This is an optimization exercise on Yosys and OpenROAD, whose aim is small area and a short achievable clock period, not a production implementation.
The RTL was checked by simulation tests, not by an equivalence proof against the original design.
No activity file was given, so power comes from the tool's default toggle rates.

run A:
==> flow/design.v <==
package net_pkg;
    localparam int NUM_PORTS   = 4;
    localparam int PORT_W      = 2;
    localparam int DATA_W      = 32;
    localparam int KEY_W       = 8;
    localparam int NUM_ENTRIES = 8;
    localparam int ENTRY_W     = 3;
    localparam int CNT_W       = 16;
    localparam int ADDR_W      = 16;
    localparam int KEY_LSB     = 0;
    localparam int MASK_LSB    = 8;
    localparam int EP_LSB      = 16;
    localparam int VALID_BIT   = 18;
    localparam int IDX_LSB     = 0;
    localparam int PORT_LSB    = 4;
    localparam int OP_LSB      = 8;
    typedef enum logic [3:0] {
        OP_WRITE_ENTRY  = 4'd1,
        OP_READ_ENTRY   = 4'd2,
        OP_READ_COUNTER = 4'd3
    } ctl_op_e;
    typedef enum logic {
        CNT_FORWARDED = 1'b0,
        CNT_DROPPED   = 1'b1
    } cnt_sel_e;
endpackage
`timescale 1ns/1ps
module silicon_net_top (
    input  logic          clk,
    input  logic          rst_n_i,
    output logic [127:0]  sa_data_o,
    output logic [3:0]    sa_valid_o,
    output logic [3:0]    sa_first_o,
    output logic [3:0]    sa_last_o,
    input  logic [3:0]    sa_ready_i,
    input  logic [127:0]  sa_data_i,
    input  logic [3:0]    sa_valid_i,
    input  logic [3:0]    sa_first_i,
    input  logic [3:0]    sa_last_i,
    output logic [3:0]    sa_ready_o,
    input  logic          ctl_read_i,
    input  logic          ctl_write_i,
    input  logic [15:0]   ctl_addr_i,
    input  logic [31:0]   ctl_wrdata_i,
    output logic [31:0]   ctl_rddata_o,
    output logic          ctl_rdvalid_o
);
    logic [3:0] op;
    logic [1:0] aport;
    logic [2:0] aidx;
    logic       tbl_wr;
    assign op     = ctl_addr_i[11:8];
    assign aport  = ctl_addr_i[5:4];
    assign aidx   = ctl_addr_i[2:0];
    assign tbl_wr = ctl_write_i && (op == 4'd1);
    logic [31:0]          tv_q;             
    logic [31:0][7:0]     tk_q;             
    logic [31:0][7:0]     tm_q;             
    logic [31:0][1:0]     te_q;             
    logic [31:0] ent_wr;
    always_comb begin
        for (int j = 0; j < 32; j++) ent_wr[j] = tbl_wr && ({aport, aidx} == 5'(j));
    end
    always_ff @(posedge clk or negedge rst_n_i) begin
        if (!rst_n_i) begin
            tv_q <= '0;
        end else begin
            for (int j = 0; j < 32; j++) begin
                if (ent_wr[j]) tv_q[j] <= ctl_wrdata_i[18];
            end
        end
    end
    always_ff @(posedge clk) begin
        for (int j = 0; j < 32; j++) begin
            if (ent_wr[j]) begin
                tk_q[j] <= ctl_wrdata_i[7:0];
                tm_q[j] <= ctl_wrdata_i[15:8];
                te_q[j] <= ctl_wrdata_i[17:16];
            end
        end
    end
    logic [3:0]      hit;
    logic [3:0][1:0] hit_ep;
    always_comb begin
        for (int p = 0; p < 4; p++) begin
            hit[p]    = 1'b0;
            hit_ep[p] = '0;
            for (int e = 7; e >= 0; e--) begin
                if (tv_q[8*p+e] && (((sa_data_i[32*p +: 8] ^ tk_q[8*p+e]) & tm_q[8*p+e]) == '0)) begin
                    hit[p]    = 1'b1;
                    hit_ep[p] = te_q[8*p+e];
                end
            end
        end
    end
    logic [3:0]      busy_q;
    logic [15:0]     own_q;             
    logic [3:0] owned;
    logic [3:0] own_rdy;
    always_comb begin
        owned   = '0;
        own_rdy = '0;
        for (int i = 0; i < 4; i++) begin
            for (int o = 0; o < 4; o++) begin
                owned[i]   = owned[i]   | (busy_q[o] & own_q[4*o+i]);
                own_rdy[i] = own_rdy[i] | (busy_q[o] & own_q[4*o+i] & sa_ready_i[o]);
            end
        end
    end
    logic [3:0] drop_q;
    logic [3:0] beat;
    logic [3:0] fwd_inc;
    logic [3:0] drop_inc;
    always_comb begin
        for (int p = 0; p < 4; p++) begin
            sa_ready_o[p] = own_rdy[p] || drop_q[p] || !(owned[p] || hit[p]);
            beat[p]       = sa_valid_i[p] && sa_ready_o[p];
            fwd_inc[p]    = sa_valid_i[p] && sa_last_i[p] && own_rdy[p];
            drop_inc[p]   = sa_valid_i[p] && sa_last_i[p] && !owned[p] && (drop_q[p] || !hit[p]);
        end
    end
    always_ff @(posedge clk or negedge rst_n_i) begin
        if (!rst_n_i) begin
            drop_q <= '0;
        end else begin
            for (int p = 0; p < 4; p++) begin
                if (beat[p]) drop_q[p] <= !sa_last_i[p] && !owned[p];
            end
        end
    end
    logic [15:0]     req;               
    logic [15:0]     gnt;               
    always_comb begin
        for (int o = 0; o < 4; o++) begin
            for (int i = 0; i < 4; i++) begin
                req[4*o+i] = sa_valid_i[i] && sa_first_i[i] && hit[i] && (hit_ep[i] == 2'(o));
            end
        end
    end
    always_comb begin
        for (int o = 0; o < 4; o++) begin
            for (int i = 0; i < 4; i++) begin
                gnt[4*o+i] = req[4*o+i] &&
                    ( own_q[4*o+(i+3)%4]
                    | (own_q[4*o+(i+2)%4] & !req[4*o+(i+3)%4])
                    | (own_q[4*o+(i+1)%4] & !req[4*o+(i+3)%4] & !req[4*o+(i+2)%4])
                    | (own_q[4*o+i]       & !req[4*o+(i+3)%4] & !req[4*o+(i+2)%4] & !req[4*o+(i+1)%4]));
            end
        end
    end
    always_ff @(posedge clk or negedge rst_n_i) begin
        if (!rst_n_i) begin
            busy_q <= '0;
            own_q  <= {4{4'b1000}};
        end else begin
            for (int o = 0; o < 4; o++) begin
                if (!busy_q[o]) begin
                    if (|req[4*o +: 4]) begin
                        busy_q[o] <= 1'b1;
                        own_q[4*o +: 4] <= gnt[4*o +: 4];
                    end
                end else if (sa_valid_o[o] && sa_ready_i[o] && sa_last_o[o]) begin
                    busy_q[o] <= 1'b0;
                end
            end
        end
    end
    always_comb begin
        for (int o = 0; o < 4; o++) begin
            sa_valid_o[o]         = busy_q[o] && |(own_q[4*o +: 4] & sa_valid_i);
            sa_first_o[o]         = |(own_q[4*o +: 4] & sa_first_i);
            sa_last_o[o]          = |(own_q[4*o +: 4] & sa_last_i);
            sa_data_o[32*o +: 32] = '0;
            for (int i = 0; i < 4; i++) begin
                sa_data_o[32*o +: 32] = sa_data_o[32*o +: 32] | ({32{own_q[4*o+i]}} & sa_data_i[32*i +: 32]);
            end
        end
    end
    logic [63:0]      fcnt_q;             
    logic [63:0]      dcnt_q;             
    logic [3:0]       finc_q;
    logic [3:0]       dinc_q;
    logic [63:0] fcnt_nx;
    logic [63:0] dcnt_nx;
    always_comb begin
        for (int p = 0; p < 4; p++) begin
            logic fc, dc;
            fc = finc_q[p];
            dc = dinc_q[p];
            for (int b = 0; b < 16; b++) begin
                fcnt_nx[16*p+b] = fcnt_q[16*p+b] ^ fc;
                dcnt_nx[16*p+b] = dcnt_q[16*p+b] ^ dc;
                fc = fc & fcnt_q[16*p+b];
                dc = dc & dcnt_q[16*p+b];
            end
        end
    end
    always_ff @(posedge clk or negedge rst_n_i) begin
        if (!rst_n_i) begin
            finc_q <= '0;
            dinc_q <= '0;
            fcnt_q <= '0;
            dcnt_q <= '0;
        end else begin
            finc_q <= fwd_inc;
            dinc_q <= drop_inc;
            fcnt_q <= fcnt_nx;
            dcnt_q <= dcnt_nx;
        end
    end
    logic       rd_pend_q;
    logic       rs_ent_q;
    logic       rs_cnt_q;
    logic [1:0] rs_port_q;
    logic [2:0] rs_idx_q;
    logic [18:0] rdata_q;
    always_ff @(posedge clk or negedge rst_n_i) begin
        if (!rst_n_i) begin
            rd_pend_q     <= 1'b0;
            ctl_rdvalid_o <= 1'b0;
        end else begin
            rd_pend_q     <= ctl_read_i;
            ctl_rdvalid_o <= rd_pend_q;
        end
    end
    always_ff @(posedge clk) begin
        rs_ent_q  <= (op == 4'd2);
        rs_cnt_q  <= (op == 4'd3);
        rs_port_q <= aport;
        rs_idx_q  <= aidx;
    end
    logic [31:0] ent_sel;
    logic [7:0]  cnt_sel;
    logic [18:0] ent_rd;
    logic [15:0] cnt_rd;
    always_comb begin
        for (int j = 0; j < 32; j++) ent_sel[j] = rs_ent_q && ({rs_port_q, rs_idx_q} == 5'(j));
        for (int j = 0; j < 8; j++)  cnt_sel[j] = rs_cnt_q && ({rs_port_q, rs_idx_q[0]} == 3'(j));
        ent_rd = '0;
        for (int j = 0; j < 32; j++)
            ent_rd = ent_rd | ({19{ent_sel[j]}} & {tv_q[j], te_q[j], tm_q[j], tk_q[j]});
        cnt_rd = '0;
        for (int j = 0; j < 4; j++)
            cnt_rd = cnt_rd | ({16{cnt_sel[2*j]}} & fcnt_q[16*j +: 16]) | ({16{cnt_sel[2*j+1]}} & dcnt_q[16*j +: 16]);
    end
    always_ff @(posedge clk) begin
        rdata_q <= ent_rd | {3'b000, cnt_rd};
    end
    assign ctl_rddata_o = {13'd0, rdata_q};
endmodule
export LEC_CHECK = 0
export CAP_MARGIN = 20
export CORE_MARGIN = 2
export CORE_UTILIZATION = 60
export SETUP_SLACK_MARGIN = 3.5
export SLEW_MARGIN = 20
create_clock -name core_clock -period 7.0 [get_ports {clk}]
standard.sh (not shown) runs the stock make flow with config.mk's settings and CLKGATE_MAP_FILE= SYNTH_SCRIPT=/design/flow/synth_recipe.tcl, a recipe that flattens the netlist after the stock synthesis.
==> flow/flow/run.sh <==
#!/bin/bash
# Standard ORFS layout (standard.sh's make command) with these changes:
#  - port buffers are buf_1 cells, sized up later by the repair steps where timing needs it;
#  - the clock tree uses clkbuf_8 cells in clusters of at most 15 sinks, without dummy loads;
#  - pins are grouped by function (io.tcl);
#  - delay cells and the weak a222oi are added to DONT_USE_CELLS, through a config file
#    that includes the standard flow's config.mk.
# The make output goes to flow_make.log; each ORFS step logs under orfs/logs.
set -euo pipefail
here=$(cd "$(dirname "$0")" && pwd)
work=$(pwd)
export BUFFER_PORTS_ARGS="-buffer_cell sky130_fd_sc_hd__buf_1"
export CTS_ARGS="-sink_clustering_enable -repair_clock_nets -dont_use_dummy_load -buf_list sky130_fd_sc_hd__clkbuf_8 -sink_clustering_size 15 -sink_clustering_max_diameter 50"
export IO_CONSTRAINTS="$here/io.tcl"
dont=""
for c in clkdlybuf4s15_1 clkdlybuf4s15_2 clkdlybuf4s18_1 clkdlybuf4s18_2 clkdlybuf4s25_1 \
         clkdlybuf4s25_2 clkdlybuf4s50_1 clkdlybuf4s50_2 dlygate4sd1_1 dlygate4sd2_1 \
         dlygate4sd3_1 dlymetal6s2s_1 dlymetal6s4s_1 dlymetal6s6s_1 a222oi_1; do
  dont="$dont sky130_fd_sc_hd__$c"
done
printf 'include %s\nexport DONT_USE_CELLS =%s\n' "$work/config.mk" "$dont" > "$work/flow_config.mk"
sed "s#DESIGN_CONFIG=[^ ]*#DESIGN_CONFIG=$work/flow_config.mk#" standard.sh > flow_standard.sh
bash flow_standard.sh > flow_make.log 2>&1
Other scripts of this flow, unchanged in this note and not shown: flow/flow/io.tcl
Changes in run B relative to run A:
- changing SETUP_SLACK_MARGIN from 3.5 to 2.75
### Flow results
- The source-to-sink clock delay at the later pin of the worst-skew pair was comparable across run B and run A.
- Diff run A -> run B: layout clock buffer count shows a reduction of 6.1%, share of the core filled with cells in the final layout fell by 3.7 points, post-route minimum period went up, proportion of cell area occupied by multi-input gates dropped 0.60 points.
- Taking run A over run B, the wire length on met3 ratio works out to 1.2.
- [run B] worst-case setup margin in the final layout fell 3.5 ps relative to run A
- Looking at final cell count, run B sits 1.5% below run A.
- Compared run B vs run A, and wire length the detailed router placed on met1 is down in run B.
- Of the two candidates, run A has the worse design area and run B the better one.
Input-level comparison between run C and run B:
- SETUP_SLACK_MARGIN: 2.75 -> 3.0
- CORE_UTILIZATION: 60 -> 55
Notes after the runs:
- Of the two values seen for launching element of the worst setup path, sa_data_i[6] was produced by run C and sa_data_i[7] by run B.
- Looking only at worst hold slack, and setting everything else aside, the lower value of run C and run B goes to run C.
- Where floorplan core area is concerned, run B is better than run C.
- The number of standard cells in the layout, taps in and fillers out reported for run C is smaller than that of run B by 57.
Input-level comparison between run D and run C:
- CORE_UTILIZATION changed from 55 to 60
-- flow/flow/run.sh --
<<< run C, line 3
#  - port buffers are buf_1 cells, sized up later by the repair steps where timing needs it;
#  - the clock tree uses clkbuf_8 cells in clusters of at most 15 sinks, without dummy loads;
#  - pins are grouped by function (io.tcl);
>>> run D, line 3
#  - port buffers are buf_1 cells, sized up later by the repair steps where timing needs it;
#  - the clock tree uses clkbuf_8 cells in clusters of at most 18 sinks, without dummy loads;
#  - pins are grouped by function (io.tcl);
<<< run C, line 12
export BUFFER_PORTS_ARGS="-buffer_cell sky130_fd_sc_hd__buf_1"
export CTS_ARGS="-sink_clustering_enable -repair_clock_nets -dont_use_dummy_load -buf_list sky130_fd_sc_hd__clkbuf_8 -sink_clustering_size 15 -sink_clustering_max_diameter 50"
export IO_CONSTRAINTS="$here/io.tcl"
>>> run D, line 12
export BUFFER_PORTS_ARGS="-buffer_cell sky130_fd_sc_hd__buf_1"
export CTS_ARGS="-sink_clustering_enable -repair_clock_nets -dont_use_dummy_load -buf_list sky130_fd_sc_hd__clkbuf_8 -sink_clustering_size 18 -sink_clustering_max_diameter 50"
export IO_CONSTRAINTS="$here/io.tcl"
==> summary.txt <==
On via count, the higher figure sits with run D, not run C.
Per the comparison of run D with run C, clock share of power dropped 0.5 points, combinational group share of total power about even.
diff inputs: run D => run E
-- flow/flow/run.sh --
<<< run D, line 3
#  - port buffers are buf_1 cells, sized up later by the repair steps where timing needs it;
#  - the clock tree uses clkbuf_8 cells in clusters of at most 18 sinks, without dummy loads;
#  - pins are grouped by function (io.tcl);
>>> run E, line 3
#  - port buffers are buf_1 cells, sized up later by the repair steps where timing needs it;
#  - the clock tree uses clkbuf_8 cells in clusters of at most 17 sinks, without dummy loads;
#  - pins are grouped by function (io.tcl);
<<< run D, line 12
export BUFFER_PORTS_ARGS="-buffer_cell sky130_fd_sc_hd__buf_1"
export CTS_ARGS="-sink_clustering_enable -repair_clock_nets -dont_use_dummy_load -buf_list sky130_fd_sc_hd__clkbuf_8 -sink_clustering_size 18 -sink_clustering_max_diameter 50"
export IO_CONSTRAINTS="$here/io.tcl"
>>> run E, line 12
export BUFFER_PORTS_ARGS="-buffer_cell sky130_fd_sc_hd__buf_1"
export CTS_ARGS="-sink_clustering_enable -repair_clock_nets -dont_use_dummy_load -buf_list sky130_fd_sc_hd__clkbuf_8 -sink_clustering_size 17 -sink_clustering_max_diameter 50"
export IO_CONSTRAINTS="$here/io.tcl"
Notes after the runs:
Status: critical path required time parity (run D, run E)
Design area on run E is ahead of run D.
Diff run E..run D | aggregate global-route resource usage | negligible
Comparing run E against run D, there is no change at all in total number of H-tree levels.

re-timing with driven ports:
The flow's constraints put no driver on any port. The routed layouts listed below were extracted and timed again, unchanged, in two steps. Step 1 sets driving cells, clkbuf_16 on the clock port and buf_2 on the other inputs (assumed; they add their load-dependent delay and slew). Step 2 times the ports against the registers' clock, not the clock port: input delays grow and output delays shrink by t, the midpoint of the rising clock arrivals with the driver on. Slacks: ideal ports / drivers / drivers and shift; pairs: ideal ports / drivers.
run | t (ns) | setup slack, ns | worst setup path at the end | clock arrival spread, ns | pins driven straight from the clock port
run A | 0.782 | 2.158 / 2.149 / 1.380 | input to register | 0.099 / 0.098 | 1
run B | 0.782 | 2.155 / 2.094 / 1.411 | input to register | 0.098 / 0.098 | 1
run C | 0.779 | 2.136 / 2.100 / 2.100 | input to output | 0.075 / 0.076 | 1
run D | 0.806 | 2.213 / 2.150 / 2.087 | input to register | 0.100 / 0.099 | 1
run E | 0.781 | 2.227 / 2.172 / 2.059 | input to register | 0.092 / 0.093 | 1
After both steps every run listed still meets setup and hold. For run A, which loses most, drivers alone change the setup slack by -0.009 ns; drivers and shift together by -0.778 ns.
